This design comes from an exercise in tuning for small area and a short achievable clock period on the open sky130 flow, not from production work.
Power is estimated from default activity; no workload was simulated.

==> module game_ctrl, before the edit <==
module game_ctrl (
   input  logic clk,
   input  logic reset,
   input  logic goal_right_mouth,  
   input  logic goal_left_mouth,   
   output logic frame_tick,        
   output logic serve_left,        
   output logic score1,
   output logic score2
);
   logic [7:0] lfsr;
   logic       low_zero;
   assign low_zero = (lfsr[6:0] == 7'd0);
   always_ff @(posedge clk or posedge reset)
   begin
      if (reset)
      begin
         lfsr       <= 8'd0;
         frame_tick <= 1'b1;
      end
      else
      begin
         lfsr       <= {lfsr[6:0], lfsr[7] ^ lfsr[5] ^ lfsr[4] ^ lfsr[3] ^ low_zero};
         frame_tick <= low_zero && lfsr[7];
      end
   end
   always_ff @(posedge clk or posedge reset)
   begin
      if (reset)
      begin
         serve_left <= 1'b0;
         score1     <= 1'b0;
         score2     <= 1'b0;
      end
      else
      begin
         score1 <= goal_right_mouth;
         score2 <= goal_left_mouth;
         if (goal_right_mouth)
            serve_left <= 1'b0;
         else if (goal_left_mouth)
            serve_left <= 1'b1;
      end
   end
endmodule
==> module rod_mover, before the edit <==
module rod_mover (
   input  logic       clk,
   input  logic       reset,
   input  logic       frame_tick,
   input  logic [1:0] btn,           
   output logic [7:0] rod_half       
);
   always_ff @(posedge clk or posedge reset)
   begin
      if (reset)
         rod_half <= 8'd130;
      else if (frame_tick)
      begin
         if (btn[1] && (rod_half > 8'd5))
            rod_half <= rod_half - 8'd5;
         else if (btn[0] && (rod_half < 8'd185))
            rod_half <= rod_half + 8'd5;
      end
   end
endmodule
==> module pixel_renderer, before the edit <==
module pixel_renderer (
   input  logic               clk,
   input  logic               reset,
   input  logic [19:0]        pix,
   input  logic [10:0]        xl,            
   input  logic [10:0]        yl,
   input  logic [7:0]         left_half,
   input  logic [7:0]         right_half,
   output logic [2:0]         rgb
);
   function automatic logic ge8c(input logic [7:0] a, input logic [7:0] b, input logic cin);
      logic c;
      c = cin;
      for (int i = 0; i < 8; i++)
         c = (a[i] & ~b[i]) | ((a[i] | ~b[i]) & c);
      ge8c = c;
   endfunction
   function automatic logic sum_zero6(input logic [5:0] p, input logic [5:0] q, input logic cin);
      logic ok;
      ok = !(p[0] ^ q[0] ^ cin);
      for (int i = 1; i < 6; i++)
         ok = ok & ((p[i] ^ q[i]) == (p[i-1] | q[i-1]));
      sum_zero6 = ok;
   endfunction
   logic [9:0] px;
   logic [8:0] py;
   logic       vo;
   assign px = pix[19:10];
   assign py = pix[9:1];
   assign vo = pix[0];
   logic on_frame, on_left, on_right, on_ball;
   assign on_frame = (py < 9'd5) || (py > 9'd474)
                     || (((py < 9'd140) || (py > 9'd340)) && ((px < 10'd5) || (px > 10'd634)));
   logic [7:0] q, qm;
   logic       q_low;
   assign q     = py[8:1];
   assign qm    = q - 8'd50;
   assign q_low = (q < 8'd50);
   assign on_left  = ge8c(q, left_half, py[0]) && (q_low || !ge8c(qm, left_half, 1'b1))
                     && (px > 10'd5) && (px < 10'd15);
   assign on_right = ge8c(q, right_half, py[0]) && (q_low || !ge8c(qm, right_half, 1'b1))
                     && (px > 10'd625) && (px < 10'd635);
   logic [5:0] ax, ay;             
   logic       hx, hy;
   assign ax = {1'b0, px[4:0]} - {1'b0, xl[4:0]};
   assign ay = {1'b0, py[4:0]} - {1'b0, yl[4:0]};
   assign hx = sum_zero6({1'b0, px[9:5]}, ~xl[10:5], !ax[5]);
   assign hy = sum_zero6({2'b00, py[8:5]}, ~yl[10:5], !ay[5]);
   logic [3:0] adx, ady;
   assign adx = (ax[4] || ax[3]) ? 4'(ax[3:0] - 4'd8) : 4'(4'd8 - ax[3:0]);
   assign ady = (ay[4] || ay[3]) ? 4'(ay[3:0] - 4'd8) : 4'(4'd8 - ay[3:0]);
   logic inx, iny;
   assign inx = hx && (!ax[4] || ax[3:0] == 4'd0);
   assign iny = hy && (!ay[4] || ay[3:0] == 4'd0);
   logic [3:0] wmax;
   always_comb
   begin
      case (ady)
         4'd0:                wmax = 4'd8;
         4'd1, 4'd2, 4'd3:    wmax = 4'd7;
         4'd4, 4'd5:          wmax = 4'd6;
         4'd6:                wmax = 4'd5;
         4'd7:                wmax = 4'd3;
         default:             wmax = 4'd0;
      endcase
   end
   assign on_ball = inx && iny && (adx <= wmax);
   logic       g_next;
   logic [2:0] col_nb_next;
   assign g_next         = vo && !on_frame && !on_left && !on_right;    
   assign col_nb_next[0] = vo && (on_frame || on_left);                 
   assign col_nb_next[1] = vo && !on_left && !on_right;                 
   assign col_nb_next[2] = vo && (on_frame || on_right);                
   logic       ball_q, g_q;
   logic [2:0] col_nb_q;
   always_ff @(posedge clk or posedge reset)
   begin
      if (reset)
      begin
         ball_q   <= 1'b0;
         g_q      <= 1'b0;
         col_nb_q <= 3'b000;
      end
      else
      begin
         ball_q   <= on_ball;
         g_q      <= g_next;
         col_nb_q <= col_nb_next;
      end
   end
   assign rgb = ball_q ? {3{g_q}} : col_nb_q;
endmodule
clock: 13.0 ns
lec_check: 0
cap_margin: 20
core_margin: 2
core_utilization: 40
slew_margin: 20
standard.sh (not shown) runs the stock make flow with config.mk's settings and CLKGATE_MAP_FILE= SYNTH_SCRIPT=/design/flow/synth_recipe.tcl, a recipe that flattens the netlist after the stock synthesis.
==> flow/flow/run.sh <==
#!/bin/bash
# Own layout flow: the standard synthesis, then the combinational logic between the
# registers is mapped again by ABC (registers, their names and cell types are kept as
# the standard synthesis made them): the logic in front of the rgb registers for delay,
# the rest for area. Then the standard layout steps from floorplan to finish.
set -euo pipefail
WORK=$(pwd)
HERE=$(cd "$(dirname "$0")" && pwd)
R=$WORK/orfs/results/$FLOW_PLATFORM/foosball_top/base
LIB=$FLOW_HOME/platforms/$FLOW_PLATFORM/lib/sky130_fd_sc_hd__tt_025C_1v80.lib
YOSYS=$FLOW_HOME/../tools/install/yosys/bin/yosys
[ -x "$YOSYS" ] || YOSYS=$(command -v yosys)

CRIT_SCRIPT=${CRIT_SCRIPT:-abc_speed.script}
REST_SCRIPT=${REST_SCRIPT:-abc_area.script}
LAYOUT_ARGS=()
[ -f "$HERE/flow.env" ] && source "$HERE/flow.env"

# 1. standard synthesis
bash standard.sh synth > "$WORK/log_1_synth.log" 2>&1
cp "$R/1_2_yosys.v" "$WORK/std_1_2_yosys.v"

# 2. remap the combinational logic
python3 "$HERE/genmodels.py" "$LIB" > "$WORK/comb_models.v"
DU=""
for c in $(sed -n '/DONT_USE_CELLS += /,/^$/p' "$FLOW_HOME/platforms/$FLOW_PLATFORM/config.mk" | grep -o 'sky130_fd_sc_hd__[a-z0-9_]*'); do
   DU="$DU -dont_use $c"
done
printf 'set_driving_cell sky130_fd_sc_hd__buf_1\nset_load 5\n' > "$WORK/abc.constr"
cat > "$WORK/remap.ys" <<EOY
read_liberty -lib $LIB
read_verilog $WORK/std_1_2_yosys.v
hierarchy -top $FLOW_TOP
techmap -map $WORK/comb_models.v
techmap
opt -purge
select -set dw c:u_render.* %ci1:+sky130_fd_sc_hd__dfrtp_1[D] w:* %i
select -set crit @dw %ci*:-sky130_fd_sc_hd__dfrtp_1,sky130_fd_sc_hd__dfstp_2
select -set critg @crit t:\$_* %i
abc -liberty $LIB $DU -constr $WORK/abc.constr -script $HERE/$CRIT_SCRIPT @critg
abc -liberty $LIB $DU -constr $WORK/abc.constr -script $HERE/$REST_SCRIPT t:\$_*
opt_clean -purge
chtype -map sky130_fd_sc_hd__clkinv_1 sky130_fd_sc_hd__inv_1
opt_merge -share_all t:sky130_fd_sc_hd__df* %n
opt_clean -purge
hilomap -singleton -hicell sky130_fd_sc_hd__conb_1 HI -locell sky130_fd_sc_hd__conb_1 LO
insbuf -buf sky130_fd_sc_hd__buf_4 A X
splitnets
opt_clean -purge
tee -o $WORK/remap_stat.txt stat -liberty $LIB
check -assert -mapped
write_verilog -noattr -noexpr -nohex -nodec $WORK/remap_1_2_yosys.v
EOY
"$YOSYS" -s "$WORK/remap.ys" > "$WORK/log_2_remap.log" 2>&1
python3 "$HERE/netfix.py" "$WORK/remap_1_2_yosys.v" "$WORK/netfix_1_2_yosys.v" > "$WORK/log_2_netfix.log" 2>&1
cp "$WORK/netfix_1_2_yosys.v" "$R/1_2_yosys.v"
rm -f "$R/1_synth.odb" "$R/1_synth.sdc"

# 3. the standard layout from the remapped netlist
bash standard.sh "${LAYOUT_ARGS[@]}" finish > "$WORK/log_3_layout.log" 2>&1
Other scripts of this flow, unchanged in this note and not shown: flow/flow/abc_area.script, flow/flow/abc_rest.script, flow/flow/abc_speed.script, flow/flow/flow.env, flow/flow/genmodels.py, flow/flow/netfix.py
Next try:
--- a/flow/design.v
+++ b/flow/design.v
@@ -68,28 +68,29 @@
       begin
          lfsr       <= {lfsr[6:0], lfsr[7] ^ lfsr[5] ^ lfsr[4] ^ lfsr[3] ^ low_zero};
          frame_tick <= low_zero && lfsr[7];
       end
    end
+   logic goal_q;
    always_ff @(posedge clk or posedge reset)
    begin
       if (reset)
       begin
          serve_left <= 1'b0;
-         score1     <= 1'b0;
-         score2     <= 1'b0;
+         goal_q     <= 1'b0;
       end
       else
       begin
-         score1 <= goal_right_mouth;
-         score2 <= goal_left_mouth;
+         goal_q <= goal_right_mouth || goal_left_mouth;
          if (goal_right_mouth)
             serve_left <= 1'b0;
          else if (goal_left_mouth)
             serve_left <= 1'b1;
       end
    end
+   assign score1 = goal_q && !serve_left;
+   assign score2 = goal_q && serve_left;
 endmodule
 `timescale 1ns/1ps
 module rod_mover (
    input  logic       clk,
    input  logic       reset,
@@ -101,13 +102,13 @@
    begin
       if (reset)
          rod_half <= 8'd130;
       else if (frame_tick)
       begin
-         if (btn[1] && (rod_half > 8'd5))
+         if (btn[1] && (rod_half != 8'd5))         
             rod_half <= rod_half - 8'd5;
-         else if (btn[0] && (rod_half < 8'd185))
+         else if (btn[0] && (rod_half != 8'd185))
             rod_half <= rod_half + 8'd5;
       end
    end
 endmodule
 `timescale 1ns/1ps
@@ -266,21 +267,30 @@
    logic       vo;
    assign px = pix[19:10];
    assign py = pix[9:1];
    assign vo = pix[0];
    logic on_frame, on_left, on_right, on_ball;
-   assign on_frame = (py < 9'd5) || (py > 9'd474)
-                     || (((py < 9'd140) || (py > 9'd340)) && ((px < 10'd5) || (px > 10'd634)));
+   logic f_top, f_bot, f_lft, f_rgt, f_rows;
+   assign f_top  = (py[8:3] == 6'd0) && (!py[2] || (!py[1] && !py[0]));           
+   assign f_bot  = py[8] && py[7] && py[6]
+                   && (py[5] || (py[4] && py[3] && (py[2] || (py[1] && py[0]))));   
+   assign f_lft  = (px[9:3] == 7'd0) && (!px[2] || (!px[1] && !px[0]));           
+   assign f_rgt  = px[9] && (px[6:3] == 4'hf) && (px[2] || (px[1] && px[0]));     
+   assign f_rows = (py < 9'd140) || (py > 9'd340);
+   assign on_frame = f_top || f_bot || (f_rows && (f_lft || f_rgt));
    logic [7:0] q, qm;
    logic       q_low;
    assign q     = py[8:1];
    assign qm    = q - 8'd50;
    assign q_low = (q < 8'd50);
-   assign on_left  = ge8c(q, left_half, py[0]) && (q_low || !ge8c(qm, left_half, 1'b1))
-                     && (px > 10'd5) && (px < 10'd15);
-   assign on_right = ge8c(q, right_half, py[0]) && (q_low || !ge8c(qm, right_half, 1'b1))
-                     && (px > 10'd625) && (px < 10'd635);
+   logic [7:0] t_side;
+   logic       on_rows;
+   assign t_side  = px[9] ? right_half : left_half;
+   assign on_rows = ge8c(q, t_side, py[0]) && (q_low || !ge8c(qm, t_side, 1'b1));
+   assign on_left  = on_rows && (px[9:4] == 6'd0) && (px[3:0] > 4'd5) && (px[3:0] < 4'd15);    
+   assign on_right = on_rows && px[9] && (px[6:4] == 3'd7)
+                     && (px[3:0] > 4'd1) && (px[3:0] < 4'd11);                             
    logic [5:0] ax, ay;             
    logic       hx, hy;
    assign ax = {1'b0, px[4:0]} - {1'b0, xl[4:0]};
    assign ay = {1'b0, py[4:0]} - {1'b0, yl[4:0]};
    assign hx = sum_zero6({1'b0, px[9:5]}, ~xl[10:5], !ax[5]);
Clock skew barely changes. Synthesized cell count is unchanged. Routed wire length came out lower by about 4.6%. Core utilization came out lower by 0.71 points. Total power came out lower by about 5%.
Function was not checked in any run of this note: the RTL went through the layout flow alone.

==> separate check: timing with driven ports <==
In the flow no input, the clock included, has a driving cell. The finished layouts below were timed again as built, in two steps.
Step 1 sets driving cells, clkbuf_16 on the clock port and buf_2 on the other inputs (assumed; they add their load-dependent delay and slew).
Step 2 times the ports against the registers' clock, not the clock port: input delays grow and output delays shrink by t, the midpoint of the rising clock arrivals with the driver on.
Three values: ideal ports, drivers, drivers and shift; two values: the first two.
run	t, ns	setup WS [ns]	hold WS [ns]	worst data-port slew with drivers (ns)	pins driven straight from the clock port
the first run	0.378	9.000 / 9.011 / 8.634	0.381 / 0.381 / 0.381	0.07	1
the second run	0.382	8.978 / 8.984 / 8.602	0.369 / 0.369 / 0.369	0.07	1
After both steps setup and hold are still met in every run listed. For the second run, which loses most, drivers alone change the setup slack by +0.006 ns; drivers and shift together by -0.376 ns.
